This is an optimization exercise on Yosys and OpenROAD, whose aim is small area, a short achievable clock period and few clock cycles per item, not a production implementation.
Only simulation tests tie the RTL to the original design; equivalence was not proved.
Power and IR drop assume default switching activity.

job 101:
// tlb_page_table_lru_translate_core
module tlb_page_table_lru_translate_core
(
   input  logic               clock,
   input  logic               reset,
   input  logic               start,
   output logic               busy,
   input  logic [ADDR_W-1:0]  req_logical_address,
   output logic               rsp_valid,
   output logic [PHYS_W-1:0]  rsp_physical_address,
   output logic               rsp_tlb_hit,
   output logic               rsp_page_fault,
   output logic               rsp_evicted,
   output logic [PAGE_W-1:0]  rsp_evicted_page,
   output logic [FRAME_W-1:0] rsp_frame_used,
   output logic [TLB_W-1:0]   rsp_tlb_slot,
   output logic [COUNT_W-1:0] rsp_hit_total,
   output logic [COUNT_W-1:0] rsp_fault_total
);
   logic              req_valid;
   logic              state_reset;
   logic [ADDR_W-1:0] req_addr_ff;
   tlbpt_ctrl u_ctrl (
      .clock       (clock),
      .reset       (reset),
      .start       (start),
      .req_addr    (req_logical_address),
      .busy        (busy),
      .req_valid   (req_valid),
      .state_reset (state_reset),
      .req_addr_ff (req_addr_ff)
   );
   tlbpt_datapath u_datapath (
      .clock        (clock),
      .reset        (reset),
      .state_reset  (state_reset),
      .valid        (req_valid),
      .addr         (req_addr_ff),
      .rsp_valid    (rsp_valid),
      .phys_addr    (rsp_physical_address),
      .tlb_hit      (rsp_tlb_hit),
      .page_fault   (rsp_page_fault),
      .evicted      (rsp_evicted),
      .evicted_page (rsp_evicted_page),
      .frame_used   (rsp_frame_used),
      .tlb_slot     (rsp_tlb_slot),
  ...
export LEC_CHECK = 0
export CAP_MARGIN = 20
export CORE_MARGIN = 2
export CORE_UTILIZATION = 60
export CTS_BUF_LIST = sky130_fd_sc_hd__clkbuf_4 sky130_fd_sc_hd__clkbuf_8
export CTS_CLUSTER_DIAMETER = 60
export CTS_CLUSTER_SIZE = 30
export SLEW_MARGIN = 20
create_clock -name core_clock -period 8.5 [get_ports {clock}]
standard.sh (not shown) runs the stock make flow with config.mk's settings and CLKGATE_MAP_FILE= SYNTH_SCRIPT=/design/flow/synth_recipe.tcl, a recipe that flattens the netlist after the stock synthesis.
==> flow/flow/run.sh <==
#!/bin/bash
# Standard layout, with small port buffers and a clock tree without dummy loads.
set -euo pipefail
export BUFFER_PORTS_ARGS="-buffer_cell sky130_fd_sc_hd__buf_2"
export CTS_ARGS="-sink_clustering_enable -repair_clock_nets -dont_use_dummy_load -buf_list {sky130_fd_sc_hd__clkbuf_4 sky130_fd_sc_hd__clkbuf_8} -sink_clustering_size 30 -sink_clustering_max_diameter 60"
export SETUP_SLACK_MARGIN=5.75
bash standard.sh > standard.log 2>&1
Testbench counts of job 101, summed over its fixed seeds: cycles 16,016, items 16,000.
#### Input delta (job 102 over job 101)
==> flow/flow/run.sh <==
#!/bin/bash
# Standard layout with small port buffers, a clock tree of small leaf buffers
# under one strong root buffer and no dummy loads, and timing repair aimed
# below the design's period.
set -euo pipefail
export BUFFER_PORTS_ARGS="-buffer_cell sky130_fd_sc_hd__buf_2"
export CTS_ARGS="-repair_clock_nets -dont_use_dummy_load -buf_list sky130_fd_sc_hd__clkbuf_4 -root_buf sky130_fd_sc_hd__clkbuf_16"
export SETUP_SLACK_MARGIN=5.85
bash standard.sh > standard.log 2>&1
### Flow results
- From job 101 to job 102 the numbers moved as follows: critical path depth saw little to no change, routed wire length saw an increase, overall routing resource usage saw little to no change, non-clock buffer count saw an increase.
- In the reports for job 102 and job 101, the larger number of detailed-route iterations in the first pass belongs to job 101.
- Job 102 vs. job 101: sequential cell count shows no meaningful change; clock-cell share of area shows a reduction of 1.5 points.
- On via count, job 101 beats job 102.
Modified inputs, job 103 compared to job 102
==> flow/flow/run.sh <==
#!/bin/bash
# Standard layout with: an area-oriented ABC script in synthesis, small port
# buffers, a clock tree of small leaf buffers under one strong root buffer
# and no dummy loads, and timing repair aimed below the design's period.
set -euo pipefail
W="$(pwd)"
export AREA_ABC_SCRIPT="$W/flow/area.abc"
export FLOW_SYNTH_TCL="$W/synth_recipe.tcl"
export BUFFER_PORTS_ARGS="-buffer_cell sky130_fd_sc_hd__buf_2"
export CTS_ARGS="-repair_clock_nets -dont_use_dummy_load -buf_list sky130_fd_sc_hd__clkbuf_4 -root_buf sky130_fd_sc_hd__clkbuf_16"
export SETUP_SLACK_MARGIN=5.8
bash standard.sh SYNTH_SCRIPT="$W/flow/area_synth.tcl" synth > synth.log 2>&1
bash standard.sh > standard.log 2>&1
==> flow/flow/area.abc (new file) <==
strash
dch
map -a
topo
==> flow/flow/area_synth.tcl (new file) <==
# synth_recipe.tcl (the standard synthesis) with an area-oriented ABC mapping
# script in place of ORFS's: only the combinational mapping changes, the
# registers are the standard synthesis's.
proc abc {args} {
  set i [lsearch -exact $args -script]
  if {$i >= 0} {
    lset args [expr {$i + 1}] $::env(AREA_ABC_SCRIPT)
  }
  yosys abc {*}$args
}
source $::env(FLOW_SYNTH_TCL)
--- outcome ---
- Job 103 reached the final stage; the timing, design-rule and antenna checks on its layout passed.
- Layout-stage area growth over the synthesis result was higher in the run labelled job 103.
- The timing endpoint of the critical path comes out rsp_frame_used[0] in one run and rsp_frame_used[1] in the other, namely in job 103 and job 102 respectively.
- Diff job 103 and job 102: area taken by multi-input logic gates higher in job 102
- The die area in job 103 was lower than what job 102 gave.
- Compared with job 102, job 103 shows a lower sequential share of power.
- Looking at met1 layer wirelength in the final routing, job 103 sits above job 102.
- The final reports for job 103 and job 102 show global-route usage over all layers higher in the former.
- Delta (job 103 minus job 102): number of nets produced by synthesis +12%, post-layout utilization of the core +2.0 points.
- Job 103 vs job 102: fraction of power consumed by the clock network down in job 103
Input-level comparison between job 104 and job 103:
- CORE_UTILIZATION: 60 -> 50
==> flow/flow/run.sh <==
#!/bin/bash
# Standard layout with small port buffers, a clock tree of small leaf buffers
# under one strong root buffer and no dummy loads, and timing repair aimed
# below the design's period.
set -euo pipefail
export BUFFER_PORTS_ARGS="-buffer_cell sky130_fd_sc_hd__buf_2"
export CTS_ARGS="-repair_clock_nets -dont_use_dummy_load -buf_list sky130_fd_sc_hd__clkbuf_4 -root_buf sky130_fd_sc_hd__clkbuf_16"
export SETUP_SLACK_MARGIN=5.8
export POST_GLOBAL_ROUTE_TCL="$(pwd)/flow/recover.tcl"
bash standard.sh > standard.log 2>&1
==> flow/flow/recover.tcl (new file) <==
# After global routing: downsize gates off the critical paths, then repair
# timing again to the same margin, and reroute the nets that changed.
global_route -start_incremental
repair_timing -recover_power 100 -verbose
repair_timing -setup_margin $::env(SETUP_SLACK_MARGIN) -repair_tns 100 -verbose
detailed_placement
global_route -end_incremental
estimate_parasitics -global_routing
report_design_area
report_worst_slack -max
removed: flow/flow/area.abc
removed: flow/flow/area_synth.tcl
Results
- Clock skew, job 104 and job 103: higher on job 103
- Compared with job 103, job 104 shows a higher wire length the detailed router placed on met1.
- Re reg-to-reg setup timing slack: job 103 was lower than job 104.
- [diff] worst-case headroom to the max-slew limit, job 104 relative to job 103: regression
- Between job 103 and job 104, the worst stage delay on the critical path does not differ in any meaningful way.
- Compared with job 103, job 104 instantiates a smaller number of standard cells.
- Job 104: minimum period implied by the final worst setup slack lower than job 103
- Run comparison: job 104 commonest non-fill, non-tap cell in the layout edfxtp_1; job 103 commonest non-fill, non-tap cell in the layout buf_2
- Job 104 and job 103 ended up with roughly the same final area.
Input-level comparison between job 105 and job 104:
- CORE_UTILIZATION changed from 50 to 60
==> flow/flow/run.sh <==
#!/bin/bash
# Standard layout, with small port buffers and a clock tree without dummy loads.
set -euo pipefail
export BUFFER_PORTS_ARGS="-buffer_cell sky130_fd_sc_hd__buf_2"
export CTS_ARGS="-sink_clustering_enable -repair_clock_nets -dont_use_dummy_load -buf_list {sky130_fd_sc_hd__clkbuf_4 sky130_fd_sc_hd__clkbuf_8} -sink_clustering_size 30 -sink_clustering_max_diameter 60"
export SETUP_SLACK_MARGIN=5.85
bash standard.sh > standard.log 2>&1
removed: flow/flow/recover.tcl
## What came out
Job 105 ran to completion and came out clean on the timing, design-rule and antenna checks. Job 104 was carried through to the last stage, and its layout satisfied the timing, design-rule and antenna checks. Job 105 against job 104: number of cells upsized or downsized after cts increased by 28 relative to the old numbers; final area saw an increase. Area growth from synthesis to layout: job 105 and job 104 compared, higher one is job 105.


The RTL this note starts from:
==> flow/design.v <==
package tlbpt_pkg;
   localparam int TLB_ENTRIES = 4;
   localparam int PAGE_COUNT  = 16;
   localparam int FRAME_COUNT = 8;
   localparam int PAGE_BYTES  = 256;
   localparam int TLB_W    = $clog2(TLB_ENTRIES);
   localparam int PAGE_W   = $clog2(PAGE_COUNT);
   localparam int FRAME_W  = $clog2(FRAME_COUNT);
   localparam int OFFSET_W = $clog2(PAGE_BYTES);
   localparam int ADDR_W  = 12;
   localparam int PHYS_W  = 11;
   localparam int COUNT_W = 16;
endpackage
import tlbpt_pkg::*;
module tlbpt_ctrl
(
   input  logic              clock,
   input  logic              reset,
   input  logic              start,
   input  logic [ADDR_W-1:0] req_addr,
   output logic              busy,
   output logic              req_valid,
   output logic              state_reset,
   output logic [ADDR_W-1:0] req_addr_ff
);
   always_ff @(posedge clock) begin
      if (reset) begin
         req_valid <= 1'b0;
      end else begin
         req_valid <= start;
      end
      req_addr_ff <= req_addr;
      state_reset <= reset;
   end
   assign busy = 1'b0;
endmodule
import tlbpt_pkg::*;
module tlbpt_datapath
(
   input  logic               clock,
   input  logic               reset,
   input  logic               state_reset,
   input  logic               valid,
   input  logic [ADDR_W-1:0]  addr,
   output logic               rsp_valid,
   output logic [PHYS_W-1:0]  phys_addr,
   output logic               tlb_hit,
   output logic               page_fault,
   output logic               evicted,
   output logic [PAGE_W-1:0]  evicted_page,
   output logic [FRAME_W-1:0] frame_used,
   output logic [TLB_W-1:0]   tlb_slot,
   output logic [COUNT_W-1:0] hit_total,
   output logic [COUNT_W-1:0] fault_total
);
   logic [FRAME_COUNT-1:0]              pos_valid_ff;
   logic [FRAME_COUNT-1:0][PAGE_W-1:0]  pos_page_ff;
   logic [FRAME_COUNT-1:0][FRAME_W-1:0] pos_frame_ff;
   logic [TLB_ENTRIES-1:0][TLB_W-1:0]   pos_slot_ff;
   logic [COUNT_W-1:0]                  hit_count_ff;
   logic [COUNT_W-1:0]                  fault_count_ff;
   logic                rsp_valid_ff;
   logic [OFFSET_W-1:0] offset_ff;
   logic                hit_ff;
   logic                fault_ff;
   logic                ev_ff;
   logic [PAGE_W-1:0]   ev_page_ff;
   logic [PAGE_W-1:0]      page;
   logic [FRAME_COUNT-1:0] match;
   logic                   resident;
   logic                   hit;
   logic                   full;
   logic                   evict;
   logic [FRAME_W-1:0]     used_count;
   logic [FRAME_W-1:0]     match_frame;
   logic [TLB_W-1:0]       match_slot;
   logic [FRAME_W-1:0]     new_frame;
   logic [TLB_W-1:0]       new_slot;
   logic [FRAME_COUNT-1:0] shift;
   assign page = addr[OFFSET_W +: PAGE_W];
   always_comb begin
      for (int k = 0; k < FRAME_COUNT; k++) begin
         match[k] = pos_valid_ff[k] && (pos_page_ff[k] == page);
      end
      resident = |match;
      hit      = |match[TLB_ENTRIES-1:0];
      full     = pos_valid_ff[FRAME_COUNT-1];
      evict    = !resident && full;
      used_count = '0;
      for (int k = 0; k < FRAME_COUNT; k++) begin
         if (pos_valid_ff[k]) used_count = FRAME_W'(k + 1);
      end
      match_frame = '0;
      for (int k = 0; k < FRAME_COUNT; k++) begin
         if (match[k]) match_frame = match_frame | pos_frame_ff[k];
      end
      match_slot = '0;
      for (int k = 0; k < TLB_ENTRIES; k++) begin
         if (match[k]) match_slot = match_slot | pos_slot_ff[k];
      end
      new_frame = resident ? match_frame : (full ? pos_frame_ff[FRAME_COUNT-1] : used_count);
      new_slot  = hit ? match_slot :
                  (pos_valid_ff[TLB_ENTRIES-1] ? pos_slot_ff[TLB_ENTRIES-1] : used_count[TLB_W-1:0]);
      shift[0] = 1'b1;
      for (int k = 1; k < FRAME_COUNT; k++) begin
         shift[k] = shift[k-1] && !match[k-1];
      end
   end
   always_ff @(posedge clock) begin
      rsp_valid_ff <= valid && !reset;
   end
   always_ff @(posedge clock) begin
      if (state_reset) begin
         pos_valid_ff <= '0;
      end else begin
         if (valid) begin
            pos_valid_ff[0] <= 1'b1;
            for (int k = 1; k < FRAME_COUNT; k++) begin
               if (shift[k]) pos_valid_ff[k] <= pos_valid_ff[k-1];
            end
         end
      end
   end
   tlbpt_counter u_hit_count (
      .clock (clock),
      .reset (state_reset),
      .inc   (valid && hit),
      .count (hit_count_ff)
   );
   tlbpt_counter u_fault_count (
      .clock (clock),
      .reset (state_reset),
      .inc   (valid && !resident),
      .count (fault_count_ff)
   );
   always_ff @(posedge clock) begin
      if (valid) begin
         pos_page_ff[0]  <= page;
         pos_frame_ff[0] <= new_frame;
         pos_slot_ff[0]  <= new_slot;
         for (int k = 1; k < FRAME_COUNT; k++) begin
            if (shift[k]) begin
               pos_page_ff[k]  <= pos_page_ff[k-1];
               pos_frame_ff[k] <= pos_frame_ff[k-1];
            end
         end
         for (int k = 1; k < TLB_ENTRIES; k++) begin
            if (shift[k]) pos_slot_ff[k] <= pos_slot_ff[k-1];
         end
      end
   end
   always_ff @(posedge clock) begin
      offset_ff  <= addr[OFFSET_W-1:0];
      hit_ff     <= hit;
      fault_ff   <= !resident;
      ev_ff      <= evict;
      ev_page_ff <= evict ? pos_page_ff[FRAME_COUNT-1] : '0;
   end
   assign rsp_valid    = rsp_valid_ff;
   assign phys_addr    = PHYS_W'({pos_frame_ff[0], offset_ff});
   assign tlb_hit      = hit_ff;
   assign page_fault   = fault_ff;
   assign evicted      = ev_ff;
   assign evicted_page = ev_page_ff;
   assign frame_used   = pos_frame_ff[0];
   assign tlb_slot     = pos_slot_ff[0];
   assign hit_total    = hit_count_ff;
   assign fault_total  = fault_count_ff;
endmodule
module tlbpt_counter
(
   input  logic               clock,
   input  logic               reset,
   input  logic               inc,
   output logic [COUNT_W-1:0] count
);
   always_ff @(posedge clock) begin
      if (reset) begin
         count <= '0;
      end else if (inc && (count != '1)) begin
         count <= count + COUNT_W'(1);
      end
   end
endmodule
import tlbpt_pkg::*;
module tlb_page_table_lru_translate_core
(
   input  logic               clock,
   input  logic               reset,
   input  logic               start,
   output logic               busy,
   input  logic [ADDR_W-1:0]  req_logical_address,
   output logic               rsp_valid,
   output logic [PHYS_W-1:0]  rsp_physical_address,
   output logic               rsp_tlb_hit,
   output logic               rsp_page_fault,
   output logic               rsp_evicted,
   output logic [PAGE_W-1:0]  rsp_evicted_page,
   output logic [FRAME_W-1:0] rsp_frame_used,
   output logic [TLB_W-1:0]   rsp_tlb_slot,
   output logic [COUNT_W-1:0] rsp_hit_total,
   output logic [COUNT_W-1:0] rsp_fault_total
);
   logic              req_valid;
   logic              state_reset;
   logic [ADDR_W-1:0] req_addr_ff;
   tlbpt_ctrl u_ctrl (
      .clock       (clock),
      .reset       (reset),
      .start       (start),
      .req_addr    (req_logical_address),
      .busy        (busy),
      .req_valid   (req_valid),
      .state_reset (state_reset),
      .req_addr_ff (req_addr_ff)
   );
   tlbpt_datapath u_datapath (
      .clock        (clock),
      .reset        (reset),
      .state_reset  (state_reset),
      .valid        (req_valid),
      .addr         (req_addr_ff),
      .rsp_valid    (rsp_valid),
      .phys_addr    (rsp_physical_address),
      .tlb_hit      (rsp_tlb_hit),
      .page_fault   (rsp_page_fault),
      .evicted      (rsp_evicted),
      .evicted_page (rsp_evicted_page),
      .frame_used   (rsp_frame_used),
      .tlb_slot     (rsp_tlb_slot),
      .hit_total    (rsp_hit_total),
      .fault_total  (rsp_fault_total)
   );
endmodule
==> flow/config.mk <==
export PLATFORM = sky130hd
export DESIGN_NAME = tlb_page_table_lru_translate_core
export DESIGN_NICKNAME = tlb_page_table_lru_translate_core
export VERILOG_FILES = /design/flow/design.v
export SDC_FILE = /design/flow/constraint.sdc
export NUM_CORES = 4
export LEC_CHECK = 0
export CAP_MARGIN = 20
export CORE_MARGIN = 2
export CORE_UTILIZATION = 60
export CTS_BUF_LIST = sky130_fd_sc_hd__clkbuf_4 sky130_fd_sc_hd__clkbuf_8
export CTS_CLUSTER_DIAMETER = 60
export CTS_CLUSTER_SIZE = 30
export SLEW_MARGIN = 20
==> flow/constraint.sdc <==
create_clock -name core_clock -period 8.5 [get_ports {clock}]
set_input_delay 1.7000 -clock core_clock [delete_from_list [all_inputs] [get_ports {clock}]]
set_output_delay 1.7000 -clock core_clock [all_outputs]
set_load 0.01 [all_outputs]
==> flow/flow/run.sh <==
#!/bin/bash
# Standard layout with small port buffers, a clock tree of small leaf buffers
# under one strong root buffer and no dummy loads, and timing repair aimed
# below the design's period.
set -euo pipefail
export BUFFER_PORTS_ARGS="-buffer_cell sky130_fd_sc_hd__buf_2"
export CTS_ARGS="-repair_clock_nets -dont_use_dummy_load -buf_list sky130_fd_sc_hd__clkbuf_4 -root_buf sky130_fd_sc_hd__clkbuf_16"
export SETUP_SLACK_MARGIN=5.9
bash standard.sh > standard.log 2>&1
Testbench counts at the start, summed over its fixed seeds: cycles 16,016, items 16,000.
Change:
--- a/flow/flow/run.sh
+++ b/flow/flow/run.sh
@@ -6,4 +6,4 @@
 export BUFFER_PORTS_ARGS="-buffer_cell sky130_fd_sc_hd__buf_2"
 export CTS_ARGS="-repair_clock_nets -dont_use_dummy_load -buf_list sky130_fd_sc_hd__clkbuf_4 -root_buf sky130_fd_sc_hd__clkbuf_16"
-export SETUP_SLACK_MARGIN=5.9
+export SETUP_SLACK_MARGIN=5.8
 bash standard.sh > standard.log 2>&1
Cell count decreases by 2.7%.
Clock power went down by about 1%.
Setup slack gets worse by 0.0034 ns.
Die area does not change.
Count of clock-buffer cells in the layout does not change.
Change:
--- a/flow/flow/run.sh
+++ b/flow/flow/run.sh
@@ -7,3 +7,4 @@
 export CTS_ARGS="-repair_clock_nets -dont_use_dummy_load -buf_list sky130_fd_sc_hd__clkbuf_4 -root_buf sky130_fd_sc_hd__clkbuf_16"
 export SETUP_SLACK_MARGIN=5.8
+export POST_GLOBAL_ROUTE_TCL="$(pwd)/flow/recover.tcl"
 bash standard.sh > standard.log 2>&1
==> flow/flow/recover.tcl (new file) <==
# After global routing: downsize gates off the critical paths, then repair
# timing again to the same margin, and reroute the nets that changed.
global_route -start_incremental
repair_timing -recover_power 100 -verbose
repair_timing -setup_margin $::env(SETUP_SLACK_MARGIN) -repair_tns 100 -verbose
detailed_placement
global_route -end_incremental
estimate_parasitics -global_routing
report_design_area
report_worst_slack -max
Outcome: Power is about the same; area after synthesis does not change; worst hold slack barely changes; register-to-register slack stays flat.
Change:
--- a/flow/flow/run.sh
+++ b/flow/flow/run.sh
@@ -6,5 +6,5 @@
 export BUFFER_PORTS_ARGS="-buffer_cell sky130_fd_sc_hd__buf_2"
 export CTS_ARGS="-repair_clock_nets -dont_use_dummy_load -buf_list sky130_fd_sc_hd__clkbuf_4 -root_buf sky130_fd_sc_hd__clkbuf_16"
-export SETUP_SLACK_MARGIN=5.8
+export SETUP_SLACK_MARGIN=5.85
 export POST_GLOBAL_ROUTE_TCL="$(pwd)/flow/recover.tcl"
 bash standard.sh > standard.log 2>&1
Effect: Clock power goes up by about 1%; global-route usage rose by 0.13 points; wire length is higher by 2.5%; design area came out higher by 2.7%; power is higher by 0.87%; setup slack gets better by 0.0073 ns; first-iteration DRC count rises by 32%; critical path depth stays the same.
Change:
==> flow/flow/run.sh (replaced) <==
#!/bin/bash
# Standard layout with: an area-oriented ABC script in synthesis, small port
# buffers, a clock tree of small leaf buffers under one strong root buffer
# and no dummy loads, and timing repair aimed below the design's period.
set -euo pipefail
W="$(pwd)"
export AREA_ABC_SCRIPT="$W/flow/area.abc"
export FLOW_SYNTH_TCL="$W/synth_recipe.tcl"
export BUFFER_PORTS_ARGS="-buffer_cell sky130_fd_sc_hd__buf_2"
export CTS_ARGS="-repair_clock_nets -dont_use_dummy_load -buf_list sky130_fd_sc_hd__clkbuf_4 -root_buf sky130_fd_sc_hd__clkbuf_16"
export SETUP_SLACK_MARGIN=5.8
bash standard.sh SYNTH_SCRIPT="$W/flow/area_synth.tcl" synth > synth.log 2>&1
export POST_GLOBAL_ROUTE_TCL="$W/flow/recover.tcl"
bash standard.sh > standard.log 2>&1
==> flow/flow/area.abc (new file) <==
strash
dch
map -a
topo
==> flow/flow/area_synth.tcl (new file) <==
# synth_recipe.tcl (the standard synthesis) with an area-oriented ABC mapping
# script in place of ORFS's: only the combinational mapping changes, the
# registers are the standard synthesis's.
proc abc {args} {
  set i [lsearch -exact $args -script]
  if {$i >= 0} {
    lset args [expr {$i + 1}] $::env(AREA_ABC_SCRIPT)
  }
  yosys abc {*}$args
}
source $::env(FLOW_SYNTH_TCL)
Worst setup slack is worse by 0.040 ns; maximum frequency came out lower by 1.5%; count of clock-buffer cells in the layout does not change; die area drops by 3.8%; design area went down by 1.4%; hold slack hardly moves; non-clock buffer count went down by 6; total power came out higher by about 2%; global-route usage rose by 2.7 points; sequential power hardly moves; clock skew came out higher by 0.011 ns.

==> what the ideal ports hide <==
The results above use ideal ports. As a check the final layouts listed here were re-extracted and re-timed, cells and wires unchanged.
Step 1 (the two cells are an assumption about what drives the block):
set clk [get_ports {clock}]
set_driving_cell -lib_cell sky130_fd_sc_hd__clkbuf_16 $clk
set_driving_cell -lib_cell sky130_fd_sc_hd__buf_2 [delete_from_list [all_inputs] $clk]
Step 2 adds t to the input delays and takes it off the output delays; t is the mean of the earliest and latest rising clock arrival at the registers after step 1. Input paths then give back, and output paths get back, about the clock's delay inside the block.
Slacks: ideal / step 1 / step 2; pairs: ideal / step 1.
run | t (ns) | slack for setup (ns) | worst register clock-pin slew, ns
job 101 | 0.445 | 5.784 / 5.753 / 5.939 | 0.07 / 0.07
job 102 | 0.377 | 5.865 / 5.830 / 5.967 | 0.11 / 0.11
job 103 | 0.384 | 5.820 / 5.780 / 5.935 | 0.12 / 0.12
job 104 | 0.392 | 5.851 / 5.813 / 5.965 | 0.11 / 0.11
job 105 | 0.445 | 5.811 / 5.779 / 5.935 | 0.07 / 0.07
the first run of note 2 | 0.380 | 5.859 / 5.822 / 5.941 | 0.11 / 0.11
the second run of note 2 | 0.372 | 5.856 / 5.819 / 5.943 | 0.11 / 0.11
the third run of note 2 | 0.373 | 5.860 / 5.822 / 5.941 | 0.11 / 0.11
the fourth run of note 2 | 0.378 | 5.867 / 5.831 / 5.872 | 0.11 / 0.11
the fifth run of note 2 | 0.386 | 5.827 / 5.787 / 5.967 | 0.12 / 0.12
After both steps setup and hold are still met in every run listed.
